Context: an optimization exercise on an open-source flow, tuned for small area, a short achievable clock period and few clock cycles. The choices shown serve that exercise and are no tape-out recipe. RTL that was checked went through simulation tests only; none was proved equivalent to the original. Power and IR drop assume default switching activity.

## build 16
==> flow/design.v <==
package bsm_pkg;
  localparam int PIX_W  = 8;    
  localparam int POS_W  = 4;    
  localparam int SIZE_W = 5;    
  localparam int CS_W   = 10;   
  localparam int SUM_W  = 12;   
endpackage
module bsm_ram #(
  parameter int WIDTH = 8
) (
  input  logic             clk,
  input  logic             wr,
  input  logic [WIDTH-1:0] wdata,
  input  logic [3:0]       seg,
  output logic [WIDTH-1:0] tail,
  output logic [WIDTH-1:0] tail_next
);
  logic [WIDTH-1:0] head;
  logic [WIDTH-1:0] s1;
  logic [WIDTH-1:0] sg2 [2];
  logic [WIDTH-1:0] sg4 [4];
  logic [WIDTH-1:0] sg6 [6];
  logic [WIDTH-1:0] t0;
  logic [WIDTH-1:0] m1, m2, m3, m4;
  assign m1 = seg[0] ? s1     : head;
  assign m2 = seg[1] ? sg2[1] : m1;
  assign m3 = seg[2] ? sg4[3] : m2;
  assign m4 = seg[3] ? sg6[5] : m3;
  assign tail_next = t0;
  always_ff @(posedge clk) begin
    head   <= wr ? wdata : tail;
    s1     <= head;
    sg2[0] <= m1;
    sg2[1] <= sg2[0];
    sg4[0] <= m2;
    for (int i = 1; i < 4; i++) sg4[i] <= sg4[i-1];
    sg6[0] <= m3;
    for (int i = 1; i < 6; i++) sg6[i] <= sg6[i-1];
    t0     <= m4;
    tail   <= tail_next;
  end
endmodule
import bsm_pkg::*;
module bsm_div
(
  input  logic              clk,
  input  logic              rst,
  input  logic              adv,
  input  logic              sv,
  input  logic [SUM_W-1:0]  s,
  input  logic              n9,       
  input  logic              n6,
  input  logic              n4,
  output logic              dv,
  output logic [PIX_W-1:0]  q
);
  logic        xv, x9, y9;
  logic [13:0] x, xa, xb;
  logic [16:0] x7;
  logic [13:0] y;
  logic [19:0] m;
  assign xa = n4 ? {s[10:0], 3'd0} : {s, 2'd0};
  assign xb = (n6 ? 14'({s, 1'b0}) : 14'd0) | (n4 ? 14'(s) : 14'd0);
  assign x7 = {x, 3'd0} - 17'(x);
  assign m  = {y, 6'd0} + 20'(y) + (y9 ? 20'd1088 : 20'd1280);
  assign q  = m[18:11];
  always_ff @(posedge clk) begin
    if (adv) begin
      x  <= xa + xb;
      x9 <= n9;
      y  <= x7[16:3];
      y9 <= x9;
    end
    if (rst) begin
      xv <= 1'b0;
      dv <= 1'b0;
    end else if (adv) begin
      xv <= sv;
      dv <= xv;
    end
  end
endmodule
import bsm_pkg::*;
module bsm_dp
(
  input  logic              clk,
  input  logic              rst,
  input  logic              adv,
  input  logic              ev,
  input  logic              flush,
  input  logic              mask_b,
  input  logic              rows3,
  input  logic              c0,
  input  logic              c1,
  input  logic              cl,
  input  logic [PIX_W-1:0]  pix,
  input  logic [PIX_W-1:0]  up1,
  input  logic [PIX_W-1:0]  up1_next,
  input  logic [PIX_W-1:0]  up2_next,
  output logic              sv,       
  output logic [SUM_W-1:0]  s,
  output logic              s_n9,     
  output logic              s_n6,
  output logic              s_n4
);
  logic [PIX_W:0]    ab;
  logic [CS_W-1:0]   cs, w0, w1, w2;
  logic [CS_W:0]     pair;
  logic              jv, jc1, jcl, jrows3, ep, hr3, r3, c3;
  assign r3 = jv ? jrows3 : hr3;
  assign c3 = jv && !jc1;
  assign cs = CS_W'(flush ? '0 : pix) + (mask_b ? CS_W'(up1) : CS_W'(ab));
  always_ff @(posedge clk) begin
    ab <= (PIX_W+1)'(up1_next) + (PIX_W+1)'(up2_next);
    if (adv) begin
      if (ev) begin
        if (c0) begin
          w2 <= cs;
        end else begin
          w0 <= cs;
          w1 <= c1 ? w2 : w0;
        end
      end
      pair   <= c1 ? (CS_W+1)'(w2) : (CS_W+1)'(w0) + (CS_W+1)'(w1);
      jc1    <= c1;
      jcl    <= cl;
      jrows3 <= rows3;
      s       <= SUM_W'(w0) + (ep ? SUM_W'(w1) : SUM_W'(pair));
      if (jv) begin
        hr3 <= jrows3;
      end
      s_n9 <= r3 && c3;
      s_n6 <= r3 != c3;
      s_n4 <= !r3 && !c3;
    end
    if (rst) begin
      jv <= 1'b0;
      ep <= 1'b0;
      sv <= 1'b0;
    end else if (adv) begin
      jv <= ev && !c0;
      ep <= jv && jcl;
      sv <= jv || ep;
    end
  end
endmodule
import bsm_pkg::*;
module bsm_ctrl
(
  input  logic              clk,
  input  logic              rst,
  input  logic              cfg_write,
  input  logic [SIZE_W-1:0] image_size,
  input  logic              in_valid,
  output logic              in_stall,
  input  logic [PIX_W-1:0]  pixel,
  input  logic              adv,        
  input  logic              adv_next,   
  output logic [3:0]        side_m1,
  output logic [3:0]        seg,
  output logic [PIX_W-1:0]  pix_q,
  output logic              wr,         
  output logic              ev,         
  output logic              ev_fl,      
  output logic              flushing,   
  output logic              mask_b,     
  output logic              rows3,      
  output logic              c0,         
  output logic              c1,         
  output logic              cl          
);
  logic              pv;
  logic [3:0]        row, col, hd, fcol;
  logic              r1, rg1;    
  logic              s2;         
  logic              acc, pv_n, aligned, flush_ok, last_w, fl_done;
  logic [3:0]        row_n, col_n, hd_n, fcol_n;
  logic              flushing_n, ok_next;
  logic              row0, col0, col_last, row_last, hd_last, hd_wrap, rephase;
  assign row0     = (row == 4'd0);
  assign col0     = (col == 4'd0);
  assign col_last = (col == side_m1);
  assign row_last = (row == side_m1);
  assign hd_last  = (hd == side_m1);
  assign hd_wrap  = s2 ? (hd == 4'd2) : hd_last;
  assign rephase  = row0 && col0 && !flushing;
  assign aligned  = (hd == col) || rephase;
  assign flush_ok = !flushing || row0;
  assign wr       = pv && adv && aligned && flush_ok;
  assign ev_fl    = flushing && adv && (hd == fcol);
  assign ev       = (wr && !row0) || ev_fl;
  assign mask_b   = !flushing && r1;
  assign rows3    = !flushing && rg1;
  assign c0       = (hd == 4'd0);
  assign c1       = (hd == 4'd1);
  assign cl       = hd_last;
  assign last_w   = wr && row_last && col_last;
  assign fl_done  = ev_fl && hd_last;
  assign acc  = in_valid && !in_stall;
  assign pv_n = acc || (pv && !wr);
  always_comb begin
    row_n = row;
    col_n = col;
    if (wr) begin
      if (col_last) begin
        col_n = 4'd0;
        row_n = row_last ? 4'd0 : row + 4'd1;
      end else begin
        col_n = col + 4'd1;
      end
    end
    if (cfg_write) begin
      row_n = 4'd0;
      col_n = 4'd0;
    end
    if (wr && rephase) begin
      hd_n = 4'd1;
    end else begin
      hd_n = hd_wrap ? 4'd0 : hd + 4'd1;
    end
    flushing_n = flushing;
    fcol_n     = fcol;
    if (ev_fl) begin
      fcol_n = fcol + 4'd1;
    end
    if (fl_done) begin
      flushing_n = 1'b0;
    end
    if (last_w) begin
      flushing_n = 1'b1;
      fcol_n     = 4'd0;
    end
  end
  assign ok_next = acc && ((wr && !(s2 && col_last)) || (!pv && rephase));
  always_ff @(posedge clk) begin
    if (acc) begin
      pix_q <= pixel;
    end
    s2     <= (side_m1 == 4'd1);
    seg[3] <= (side_m1 >= 4'd8);
    seg[2:0] <= (side_m1 >= 4'd8) ? 3'(side_m1 - 4'd8) :
                (side_m1 == 4'd1) ? 3'd0 : 3'(side_m1 - 4'd2);
    if (rst) begin
      side_m1  <= 4'd15;
      pv       <= 1'b0;
      row      <= 4'd0;
      r1       <= 1'b0;
      rg1      <= 1'b0;
      col      <= 4'd0;
      hd       <= 4'd0;
      fcol     <= 4'd0;
      flushing <= 1'b0;
      in_stall <= 1'b0;
    end else begin
      if (cfg_write) begin
        if (image_size[4]) begin
          side_m1 <= 4'd15;
        end else if (image_size[3:1] == 3'd0) begin
          side_m1 <= 4'd1;
        end else begin
          side_m1 <= image_size[3:0] - 4'd1;
        end
      end
      pv       <= pv_n;
      row      <= row_n;
      r1       <= (row_n == 4'd1);
      rg1      <= (row_n > 4'd1);
      col      <= col_n;
      hd       <= hd_n;
      fcol     <= fcol_n;
      flushing <= flushing_n;
      in_stall <= pv_n && !(adv_next && ok_next);
    end
  end
endmodule
import bsm_pkg::*;
module box_smoothing_3x3_edge_mean
#(
  parameter int MAX_SIDE = 16
) (
  input  logic              clk,
  input  logic              rst,
  input  logic              cfg_write,
  input  logic [SIZE_W-1:0] image_size,
  input  logic              in_valid,
  output logic              in_stall,
  input  logic [PIX_W-1:0]  pixel,
  output logic              out_valid,
  input  logic              out_stall,
  output logic [PIX_W-1:0]  smoothed,
  output logic [POS_W-1:0]  out_row,
  output logic [POS_W-1:0]  out_col,
  output logic              last_of_run,
  output logic              frame_done
);
  logic             adv, adv_next, skid_v, skid_v_n;
  logic [PIX_W-1:0] skid_q;
  logic [3:0]       side_m1, seg;
  logic [PIX_W-1:0] pix_q, up1, up2, up1_next, up2_next;
  logic             wr, ev, ev_fl, flush, mask_b, rows3, c0, c1, cl;
  logic             sv, s_n9, s_n6, s_n4, dv;
  logic [SUM_W-1:0] s;
  logic [PIX_W-1:0] q;
  logic             out_free, inc, xfer;
  logic [3:0]       nrow, ncol;
  assign adv      = !skid_v;
  assign inc      = dv && adv;
  assign out_free = !out_valid || !out_stall;
  assign xfer     = out_valid && !out_stall;
  assign skid_v_n = skid_v ? !out_free : (inc && !out_free);
  assign adv_next = !skid_v_n;
  bsm_ctrl u_ctrl (
    .clk       (clk),
    .rst       (rst),
    .cfg_write (cfg_write),
    .image_size(image_size),
    .in_valid  (in_valid),
    .in_stall  (in_stall),
    .pixel     (pixel),
    .adv       (adv),
    .adv_next  (adv_next),
    .side_m1   (side_m1),
    .seg       (seg),
    .pix_q     (pix_q),
    .wr        (wr),
    .ev        (ev),
    .ev_fl     (ev_fl),
    .flushing  (flush),
    .mask_b    (mask_b),
    .rows3     (rows3),
    .c0        (c0),
    .c1        (c1),
    .cl        (cl)
  );
  bsm_ram #(.WIDTH(PIX_W)) u_up1 (
    .clk  (clk),
    .wr   (wr),
    .wdata(pix_q),
    .seg  (seg),
    .tail (up1),
    .tail_next(up1_next)
  );
  bsm_ram #(.WIDTH(PIX_W)) u_up2 (
    .clk  (clk),
    .wr   (wr),
    .wdata(up1),
    .seg  (seg),
    .tail (up2),
    .tail_next(up2_next)
  );
  bsm_dp u_dp (
    .clk    (clk),
    .rst    (rst),
    .adv    (adv),
    .ev     (ev),
    .flush  (flush),
    .mask_b (mask_b),
    .rows3  (rows3),
    .c0     (c0),
    .c1     (c1),
    .cl     (cl),
    .pix    (pix_q),
    .up1    (up1),
    .up1_next(up1_next),
    .up2_next(up2_next),
    .sv     (sv),
    .s      (s),
    .s_n9   (s_n9),
    .s_n6   (s_n6),
    .s_n4   (s_n4)
  );
  bsm_div u_div (
    .clk  (clk),
    .rst  (rst),
    .adv  (adv),
    .sv   (sv),
    .s    (s),
    .n9   (s_n9),
    .n6   (s_n6),
    .n4   (s_n4),
    .dv   (dv),
    .q    (q)
  );
  always_comb begin
    if (out_col == side_m1) begin
      ncol = 4'd0;
      nrow = (out_row == side_m1) ? 4'd0 : out_row + 4'd1;
    end else begin
      ncol = out_col + 4'd1;
      nrow = out_row;
    end
  end
  always_ff @(posedge clk) begin
    if (adv) begin
      skid_q <= q;
    end
    if (out_free) begin
      smoothed <= skid_v ? skid_q : q;
    end
    if (rst) begin
      skid_v      <= 1'b0;
      out_valid   <= 1'b0;
      out_row     <= 4'd0;
      out_col     <= 4'd0;
      last_of_run <= 1'b1;
      frame_done  <= 1'b0;
    end else begin
      skid_v <= skid_v_n;
      if (out_free) begin
        out_valid <= skid_v || inc;
      end
      if (cfg_write) begin
        out_row     <= 4'd0;
        out_col     <= 4'd0;
        last_of_run <= !(image_size <= SIZE_W'(2));
        frame_done  <= 1'b0;
      end else if (xfer) begin
        out_row     <= nrow;
        out_col     <= ncol;
        frame_done  <= (nrow == side_m1) && (ncol == side_m1);
        if (ncol == side_m1) begin
          last_of_run <= (nrow != side_m1 - 4'd1);
        end else if (ncol == side_m1 - 4'd1) begin
          last_of_run <= 1'b0;
        end else begin
          last_of_run <= (nrow != side_m1);
        end
      end
    end
  end
endmodule
==> flow/config.mk <==
export PLATFORM = sky130hd
export DESIGN_NAME = box_smoothing_3x3_edge_mean
export DESIGN_NICKNAME = box_smoothing_3x3_edge_mean
export VERILOG_FILES = /design/flow/design.v
export SDC_FILE = /design/flow/constraint.sdc
export NUM_CORES = 4
export LEC_CHECK = 0
export ABC_AREA = 1
export CAP_MARGIN = 0
export CORE_MARGIN = 2
export CORE_UTILIZATION = 65
export CTS_CLUSTER_DIAMETER = 100
export CTS_CLUSTER_SIZE = 24
export PLACE_DENSITY = 0.75
export SETUP_SLACK_MARGIN = 4.0
export SLEW_MARGIN = 0
==> flow/constraint.sdc <==
create_clock -name core_clock -period 6.5 [get_ports {clk}]
set_input_delay 1.3000 -clock core_clock [delete_from_list [all_inputs] [get_ports {clk}]]
set_output_delay 1.3000 -clock core_clock [all_outputs]
set_load 0.01 [all_outputs]
run.sh (not shown) runs the stock make flow with config.mk's settings and CLKGATE_MAP_FILE= SYNTH_SCRIPT=/design/flow/synth_recipe.tcl, a recipe that flattens the netlist after the stock synthesis.
Testbench counts of build 16, summed over its fixed seeds: cycles 10,935.
#### Input delta (trial 89 over build 16)
diff --git a/flow/design.v b/flow/design.v
--- a/flow/design.v
+++ b/flow/design.v
@@ -54,22 +54,24 @@
   output logic              dv,
   output logic [PIX_W-1:0]  q
 );
   logic        xv, x9, y9;
-  logic [13:0] x, xa, xb;
-  logic [16:0] x7;
-  logic [13:0] y;
-  logic [19:0] m;
+  logic [13:0] xa, xb, xs;
+  logic [11:0] x;
+  logic [14:0] x7;
+  logic [11:0] y;
+  logic [17:0] m;
   assign xa = n4 ? {s[10:0], 3'd0} : {s, 2'd0};
   assign xb = (n6 ? 14'({s, 1'b0}) : 14'd0) | (n4 ? 14'(s) : 14'd0);
-  assign x7 = {x, 3'd0} - 17'(x);
-  assign m  = {y, 6'd0} + 20'(y) + (y9 ? 20'd1088 : 20'd1280);
-  assign q  = m[18:11];
+  assign xs = xa + xb;
+  assign x7 = {x, 3'd0} - 15'(x);
+  assign m  = {y, 6'd0} + 18'(y) + (y9 ? 18'd568 : 18'd682);
+  assign q  = m[17:10];
   always_ff @(posedge clk) begin
     if (adv) begin
-      x  <= xa + xb;
+      x  <= xs[13:2];
       x9 <= n9;
-      y  <= x7[16:3];
+      y  <= x7[13:2];
       y9 <= x9;
     end
     if (rst) begin
       xv <= 1'b0;
--- outcome ---
Compared with build 16, trial 89 shows die area lower by about 0.8%.
Looking at cell with the biggest individual delay on the critical path, the sky130_fd_sc_hd__dfxtp_1 result is from trial 89; the sky130_fd_sc_hd__dfxtp_4 one comes from build 16.
Between trial 89 and build 16, the via count normalized by instance count does not differ in any meaningful way.
STATUS post-layout worst setup margin: trial 89 loses against build 16
Between trial 89 and build 16, it is trial 89 whose count of non-CTS inverters in the layout is lower, by 2.3%.
Comparing build 16 and trial 89, the lower length in cells of the worst reg-to-reg path is on build 16.
Fraction of area in multi-input gates (trial 89 over build 16): increase, 0.43 points
Worst-case vdd ir drop, trial 89 vs build 16: up by more than a quarter
Between build 16 and trial 89, the difference in total detailed-routing wirelength is negligible.
Status: relative slew slack parity (trial 89, build 16)
For the portion of total power attributed to the clock network, trial 89 came in 1.8 points lower than build 16 did.
The final period demand of the worst path in trial 89 was higher than what build 16 gave.
For trial 89, only the layout was checked, not whether the RTL still works.

-- what the ideal ports hide --
No port has a modelled driver above. Below, the same layouts with a new extraction and two added sets of constraints. Step 1: set_driving_cell puts a clkbuf_16 on clk and a buf_2 on each other input, an assumption about the parent block. Step 2, shift: input delay + t, output delay - t, t = (earliest + latest rising clock arrival at the registers) / 2. This alone moves slack from input paths to output paths. Slacks: no drivers / after step 1 / after step 2; pairs: no drivers / after step 1.
run	t (ns)	slack for setup (ns)	clock arrival spread, ns
build 16	0.566	4.035 / 3.986 / 3.514	0.019 / 0.020
trial 89	0.565	4.029 / 3.980 / 3.605	0.019 / 0.020
After both steps setup and hold are still met in every run listed. The setup slack of build 16, which loses most, moves by -0.049 ns with the drivers and by -0.521 ns with both steps.
